Source: an optimization exercise on an open RTL-to-GDS flow (aim: small area, a short achievable clock period and few clock cycles per item). Production flows keep margins and buffers that such runs may drop.
Where RTL was checked, it was by simulation tests only, not by an equivalence proof against the original.

Setup of P:
==> flow/design.v (excerpt) <==
module touch_position_calibrate_smooth_unit #(
    parameter int PLATE_WIDTH  = tpcs_pkg::PLATE_WIDTH_DEF,
    parameter int PLATE_HEIGHT = tpcs_pkg::PLATE_HEIGHT_DEF
) (
    input  logic                                i_clk,
    input  logic                                i_rst_n,
    input  logic                                i_valid,
    output logic                                     o_stall,
    input  logic [tpcs_pkg::RAW_W-1:0]          i_raw_x,
    input  logic [tpcs_pkg::RAW_W-1:0]          i_raw_y,
    input  logic [tpcs_pkg::PRESS_W-1:0]        i_pressure,
    output logic                                     o_valid,
    input  logic                                i_stall,
    output logic                                     o_valid_res,
    output logic signed [tpcs_pkg::POS_W-1:0]        o_pos_x,
    output logic signed [tpcs_pkg::POS_W-1:0]        o_pos_y,
    input  logic                                i_cfg_we,
    input  logic [tpcs_pkg::CFG_IDX_W-1:0]      i_cfg_idx,
    input  logic [tpcs_pkg::CFG_DATA_W-1:0]     i_cfg_data
);
Size in the first run: about 8900 cells after synthesis, about 650 flip-flops, ~87 I/O pins.
==> flow/config.mk <==
export PLATFORM = sky130hd
export DESIGN_NAME = touch_position_calibrate_smooth_unit
export DESIGN_NICKNAME = touch_position_calibrate_smooth_unit
export VERILOG_FILES = /design/flow/design.v
export SDC_FILE = /design/flow/constraint.sdc
export NUM_CORES = 4
export LEC_CHECK = 0
export CAP_MARGIN = 20
export CORE_MARGIN = 2
export CORE_UTILIZATION = 55
export SLEW_MARGIN = 20
export SYNTH_HIERARCHICAL = 1
==> flow/constraint.sdc <==
create_clock -name core_clock -period 13.0 [get_ports {i_clk}]
set_input_delay 2.6000 -clock core_clock [delete_from_list [all_inputs] [get_ports {i_clk}]]
set_output_delay 2.6000 -clock core_clock [all_outputs]
set_load 0.01 [all_outputs]
standard.sh (not shown) runs the stock make flow with config.mk's settings and CLKGATE_MAP_FILE= SYNTH_SCRIPT=/design/flow/synth_recipe.tcl, a recipe that flattens the netlist after the stock synthesis.
==> flow/flow/run.sh <==
#!/bin/bash
set -euo pipefail
MARGIN=${MARGIN:-7}
sed "s|CLKGATE_MAP_FILE= |CLKGATE_MAP_FILE= SETUP_SLACK_MARGIN=${MARGIN} |" standard.sh > margin_standard.sh
grep -q "SETUP_SLACK_MARGIN=${MARGIN}" margin_standard.sh
bash margin_standard.sh > make.log 2>&1
Every stage of the flow completed for P, and the final layout passed the timing, design-rule and antenna checks.
Modified inputs, Q compared to P
==> flow/run.sh (new file) <==
#!/bin/bash
# synth_recipe.tcl (not shown) runs the flow's synth.tcl, then flattens the netlist and writes it again
# the make line also repeats each setting of config.mk as NAME=value (left out here)
make -C /OpenROAD-flow-scripts/flow DESIGN_CONFIG=/design/flow/config.mk WORK_HOME=/design/flow/orfs CLKGATE_MAP_FILE= SYNTH_SCRIPT=/design/flow/synth_recipe.tcl finish
removed: flow/flow/run.sh
removed: flow/standard.sh
Results
- Q — first-pass GRT wire length 2.7 mm higher, P as reference
- Of Q and P, P shows the lower total global-route track usage, with Q above it.
- Re critical path depth: P was lower than Q.
- Routed wire in Q totals more than in P.
- Higher non-clock buffer instance count of the final layout among Q and P: P
- Compared with P, in Q final area -280 µm².
No functional check of the RTL was part of any run of this note.

---

touch_position_calibrate_smooth_unit, a different RTL version from the one above (not shown whole).
Size: ~8700 cells after synthesis, about 630 flip-flops, ~87 I/O pins, about 80000 sq um of cells after synthesis.
Settings: LEC_CHECK=0, CAP_MARGIN=20, CORE_MARGIN=2, CORE_UTILIZATION=55, SLEW_MARGIN=20, SYNTH_HIERARCHICAL=1; clock period 13.0 ns.
==> flow/flow/run.sh <==
#!/bin/bash
set -euo pipefail
MARGIN=${MARGIN:-8.6}
sed "s|CLKGATE_MAP_FILE= |CLKGATE_MAP_FILE= SETUP_SLACK_MARGIN=${MARGIN} |" standard.sh > margin_standard.sh
grep -q "SETUP_SLACK_MARGIN=${MARGIN}" margin_standard.sh
bash margin_standard.sh > make.log 2>&1
The starting point passed the timing, design-rule and antenna checks.
Testbench counts at the start, summed over its fixed seeds: cycles 1,752, items 1,600.
Change:
==> flow/run.sh (new file) <==
#!/bin/bash
# synth_recipe.tcl (not shown) runs the flow's synth.tcl, then flattens the netlist and writes it again
# the make line also repeats each setting of config.mk as NAME=value (left out here)
make -C /OpenROAD-flow-scripts/flow DESIGN_CONFIG=/design/flow/config.mk WORK_HOME=/design/flow/orfs CLKGATE_MAP_FILE= SYNTH_SCRIPT=/design/flow/synth_recipe.tcl finish
removed: flow/flow/run.sh
removed: flow/standard.sh
=>
- utilization shrinks by 9.3 points
- global-route usage came out lower by 3.3 points
Change:
==> flow/flow/run.sh (new file) <==
#!/bin/bash
set -euo pipefail
MARGIN=${MARGIN:-7.8}
sed "s|CLKGATE_MAP_FILE= |CLKGATE_MAP_FILE= SETUP_SLACK_MARGIN=${MARGIN} |" standard.sh > margin_standard.sh
grep -q "SETUP_SLACK_MARGIN=${MARGIN}" margin_standard.sh
bash margin_standard.sh > make.log 2>&1
==> flow/standard.sh (new file) <==
#!/bin/bash
# synth_recipe.tcl (not shown) runs the flow's synth.tcl, then flattens the netlist and writes it again
# the make line also repeats each setting of config.mk as NAME=value (left out here)
make -C /OpenROAD-flow-scripts/flow DESIGN_CONFIG=/design/flow/config.mk WORK_HOME=/design/flow/orfs CLKGATE_MAP_FILE= SYNTH_SCRIPT=/design/flow/synth_recipe.tcl "${@:-finish}"
removed: flow/run.sh
Non-clock buffer count grows by 288.
Die area is unchanged.
Final cell count grows by about 3%.

-- static timing again, ports no longer ideal --
How much do the figures lean on ideal ports? The routed layouts below were timed once more, with nothing changed but the port constraints.
Step 1 (the two cells are an assumption about what drives the block):
set clk [get_ports {i_clk}]
set_driving_cell -lib_cell sky130_fd_sc_hd__clkbuf_16 $clk
set_driving_cell -lib_cell sky130_fd_sc_hd__buf_2 [delete_from_list [all_inputs] $clk]
Step 2 adds t to the input delays and takes it off the output delays; t is the mean of the earliest and latest rising clock arrival at the registers after step 1. Input paths then give back, and output paths get back, about the clock's delay inside the block.
Slacks: ideal / step 1 / step 2; pairs: ideal / step 1.
run | shift t [ns] | setup WS [ns] | clock arrival spread, ns | cell pins on the clock port's net
P | 0.774 | 7.209 / 7.126 / 6.977 | 0.033 / 0.033 | 1
Q | 0.793 | 7.007 / 7.007 / 6.837 | 0.047 / 0.047 | 1
the first run of note 2 | 0.790 | 7.767 / 7.767 / 7.587 | 0.044 / 0.044 | 1
the second run of note 2 | 0.756 | 6.502 / 6.425 / 6.711 | 0.046 / 0.045 | 1
the third run of note 2 | 0.764 | 7.728 / 7.728 / 7.166 | 0.059 / 0.058 | 1
After both steps setup and hold are still met in every run listed. For the third run of note 2, which loses most, drivers alone change the setup slack by 0.000 ns; drivers and shift together by -0.562 ns.
